This is an optimization exercise on Yosys and OpenROAD, whose aim is small area, a short achievable clock period and few clock cycles per item, not a production implementation.
Function was checked by simulation only, so behaviour that the tests miss may differ from the original.

## job 4558
// pipelined_prime_sieve
module pipelined_prime_sieve (
  input  logic                          clk_i,
  input  logic                          rst_ni,
  input  logic                          in_valid_i,
  output logic                          in_stall_o,
  input  logic [pps_pkg::ValueBits-1:0] in_value_i,
  output logic                          out_valid_o,
  input  logic                          out_stall_i,
  output logic [pps_pkg::ValueBits-1:0] out_prime_value_o,
  output logic                          out_overflow_o
);
Size: about 5200 cells after synthesis, about 39 I/O pins.
clock: 7.0 ns
lec_check: 0
cap_margin: 20
core_margin: 2
core_utilization: 40
setup_slack_margin: 2.5
slew_margin: 20
run.sh (not shown) runs the stock make flow with config.mk's settings and CLKGATE_MAP_FILE= SYNTH_SCRIPT=/design/flow/synth_recipe.tcl, a recipe that flattens the netlist after the stock synthesis.
Job 4558: flow completed, timing, DRC and antenna clean
Testbench counts of job 4558, summed over its fixed seeds: cycles 3,880, items 3,080.
[inputs] job 5368 vs job 4558
-- flow/design.v --
<<< job 4558, line 207
  assign top_slot = filled_q & ~{1'b0, filled_q[NS-1:1]};
  logic        b_valid_q, p_valid_q, q_valid_q, r_valid_q;
  logic [15:0] b_v_q, p_v_q, p_v3_q, q_v_q, r_v_q, p_nv;
  logic [7:0]  q_q0h_q;           
  logic        q_lel0_q;          
  logic [7:0]  q_q1h_q;           
  logic        q_lel1_q, q_ok1_q;
  logic [15:0] p_q1;
  logic        p_mok1;
  logic        q_ok0_q;           
  logic        acc, alive_in, q_drop, p_go;
>>> job 5368, line 207
  assign top_slot = filled_q & ~{1'b0, filled_q[NS-1:1]};
  logic        b_valid_q, p_valid_q, q_valid_q, r_valid_q;
  logic [15:0] b_v_q, p_v_q, p_v3_q, q_v_q, q_v3_q, q_q0_q, r_v_q, r_v3_q, p_nv;
  logic        q_ok0_q;           
  logic        acc, alive_in, q_drop, p_go;
<<< job 4558, line 229
    .mok_o (p_mok0)
  );
  pps_cell u_pre1 (
    .v_i   (p_v_q),
    .v3_i  (p_v3_q),
    .inv_i (inv_q[1]),
    .sh_i  (sh_q[1]),
    .q_o   (p_q1),
    .mok_o (p_mok1)
  );
  logic [7:0] lim0h, lim1h;
  assign lim0h  = {lim_q[0][14] & lim_q[0][13], lim_q[0][14:8]};
  assign lim1h  = {lim_q[1][14] & lim_q[1][13], lim_q[1][14:8]};
  assign q_drop = (q_ok0_q &&
      ((q_q0h_q < lim0h) || ((q_q0h_q == lim0h) && q_lel0_q))) ||
      (q_ok1_q && ((q_q1h_q < lim1h) || ((q_q1h_q == lim1h) && q_lel1_q)));
  logic         a_valid_q, a_old_q, a_last_q;
  logic [15:0]  a_v_q, a_v3_q;      
>>> job 5368, line 223
    .mok_o (p_mok0)
  );
  assign q_drop = q_ok0_q &&
      (q_q0_q <= {lim_q[0][14] & lim_q[0][13], lim_q[0]});
  logic         a_valid_q, a_old_q, a_last_q;
  logic [15:0]  a_v_q, a_v3_q;      
<<< job 4558, line 275
  end
  logic         d_valid_q, d_old_q, d_div, d_wt_q, d_last_q;
  logic [T-1:0][7:0]  d_qh_q;       
  logic [T-1:0][7:0]  d_lh_q;       
  logic [T-1:0]       d_lel_q;      
  logic [T-1:0]       d_ok_q;       
  logic [T-1:0]       d_div_t;
  for (genvar t = 0; t < T; t++) begin : g_cmp
    assign d_div_t[t] = d_ok_q[t] &&
        ((d_qh_q[t] < d_lh_q[t]) || ((d_qh_q[t] == d_lh_q[t]) && d_lel_q[t]));
  end
  assign d_div = |d_div_t;
  logic [15:0]  d_v_q;
  logic [G-1:0] d_goh_q;
  logic         st_q;               
>>> job 5368, line 257
  end
  logic         d_valid_q, d_old_q, d_div, d_wt_q, d_last_q;
  logic [T-1:0][15:0] d_q_q;        
  logic [T-1:0][14:0] d_lim_q;
  logic [T-1:0]       d_ok_q;       
  logic [T-1:0]       d_div_t;
  for (genvar t = 0; t < T; t++) begin : g_cmp
    assign d_div_t[t] = d_ok_q[t] &&
        (d_q_q[t] <= {d_lim_q[t][14] & d_lim_q[t][13], d_lim_q[t]});
  end
  assign d_div = |d_div_t;
  logic [15:0]  d_v_q, d_v3_q;
  logic [G-1:0] d_goh_q;
  logic         st_q;               
<<< job 4558, line 314
  assign n_valid  = r_valid_q || q_fwd || (PreBypass && p_valid_q);
  assign n_v      = r_valid_q ? r_v_q : q_fwd ? q_v_q : p_v_q;
  assign n_v3     = n_v + {n_v[14:0], 1'b0};
  assign p_nv     = b_valid_q ? b_v_q : in_value_i;
  logic [G-1:0] n_goh;
>>> job 5368, line 295
  assign n_valid  = r_valid_q || q_fwd || (PreBypass && p_valid_q);
  assign n_v      = r_valid_q ? r_v_q : q_fwd ? q_v_q : p_v_q;
  assign n_v3     = r_valid_q ? r_v3_q : q_fwd ? q_v3_q : p_v3_q;
  assign p_nv     = b_valid_q ? b_v_q : in_value_i;
  logic [G-1:0] n_goh;
<<< job 4558, line 378
  always_ff @(posedge clk_i) begin
    d_v_q    <= a_v_q;
    for (int t = 0; t < T; t++) begin
      d_qh_q[t]  <= q_t[t][15:8];
      d_lh_q[t]  <= {s_lim[t][14] & s_lim[t][13], s_lim[t][14:8]};
      d_lel_q[t] <= q_t[t][7:0] <= s_lim[t][7:0];
    end
    d_ok_q   <= a_fil_q & ~a_wt_q & mok_t;
    d_wt_q   <= |(a_fil_q & a_wt_q);
>>> job 5368, line 359
  always_ff @(posedge clk_i) begin
    d_v_q    <= a_v_q;
    d_v3_q   <= a_v3_q;
    d_q_q    <= q_t;
    d_lim_q  <= s_lim;
    d_ok_q   <= a_fil_q & ~a_wt_q & mok_t;
    d_wt_q   <= |(a_fil_q & a_wt_q);
<<< job 4558, line 392
    if (keep) begin
      a_v_q  <= d_v_q;
      a_v3_q <= d_v_q + {d_v_q[14:0], 1'b0};
    end else begin
      a_v_q  <= n_v;
>>> job 5368, line 371
    if (keep) begin
      a_v_q  <= d_v_q;
      a_v3_q <= d_v3_q;
    end else begin
      a_v_q  <= n_v;
<<< job 4558, line 399
    if (r_free) begin
      r_v_q  <= q_v_q;
    end
    if (q_free) begin
      q_v_q   <= p_v_q;
      q_q0h_q  <= p_q0[15:8];
      q_lel0_q <= p_q0[7:0] <= lim_q[0][7:0];
      q_q1h_q  <= p_q1[15:8];
      q_lel1_q <= p_q1[7:0] <= lim_q[1][7:0];
      q_ok1_q  <= filled_q[1] && !(pend_q && top_slot[1]) && p_mok1;
      q_ok0_q <= filled_q[0] && !(pend_q && top_slot[0]) && p_mok0;
    end
>>> job 5368, line 378
    if (r_free) begin
      r_v_q  <= q_v_q;
      r_v3_q <= q_v3_q;
    end
    if (q_free) begin
      q_v_q   <= p_v_q;
      q_v3_q  <= p_v3_q;
      q_q0_q  <= p_q0;
      q_ok0_q <= filled_q[0] && !(pend_q && top_slot[0]) && p_mok0;
    end
--- outcome ---
Status: starting density of the core parity (job 4558, job 5368)
Changes observed in job 5368 relative to job 4558: worst hold slack went up 0.013 ns, global-route usage -1.2 points, adder-cell share of the synthesized area now smaller.
Number of synthesized register bits in job 5368 is 100 higher than in job 4558
Summary of job 5368 over job 4558: leftover overflow at the end of global routing level.
In the tables for job 5368 and job 4558, global-route wire length before repair reads higher with job 4558.
~same timing-limited maximum frequency in job 5368 and job 4558
The biggest area consumer among cell classes comes out flip-flops and latches in one run and multi-input gates in the other, namely in job 5368 and job 4558 respectively.
For multi-input gate count, dividing the value from job 4558 by the value from job 5368 gives 1.16.
Compared with job 4558, job 5368 shows final standard cell area without fillers that has gone down by a few percent.
Sequential share of cell area: job 5368 vs job 4558 up 4.5 points
Testbench counts of job 5368, summed over its fixed seeds: cycles 4,157, items 3,080.

==> afterwards: timing with drivers on the ports <==
The flow's constraints put no driver on any port. The routed layouts listed below were extracted and timed again, unchanged, in two steps. Step 1 assumes that a clkbuf_16 drives the clock port and a buf_2 every other input. Step 2 also shifts input and output timing later by t, the mid clock arrival at the registers, as if the neighbouring blocks saw the same clock. a / b / c = ideal ports / drivers / drivers and shift; a / b = the first two.
run | shift t [ns] | setup slack, ns | worst hold slack (ns) | latest minus earliest clock arrival (ns) | worst register clock-pin slew, ns
job 4558 | 0.795 | 2.587 / 2.587 / 2.053 | 0.321 / 0.321 / 0.321 | 0.050 / 0.051 | 0.07 / 0.07
job 5368 | 0.791 | 2.591 / 2.591 / 2.110 | 0.334 / 0.334 / 0.334 | 0.051 / 0.050 | 0.07 / 0.07
After both steps every run listed still meets setup and hold. The setup slack of job 4558, which loses most, moves by 0.000 ns with the drivers and by -0.534 ns with both steps.
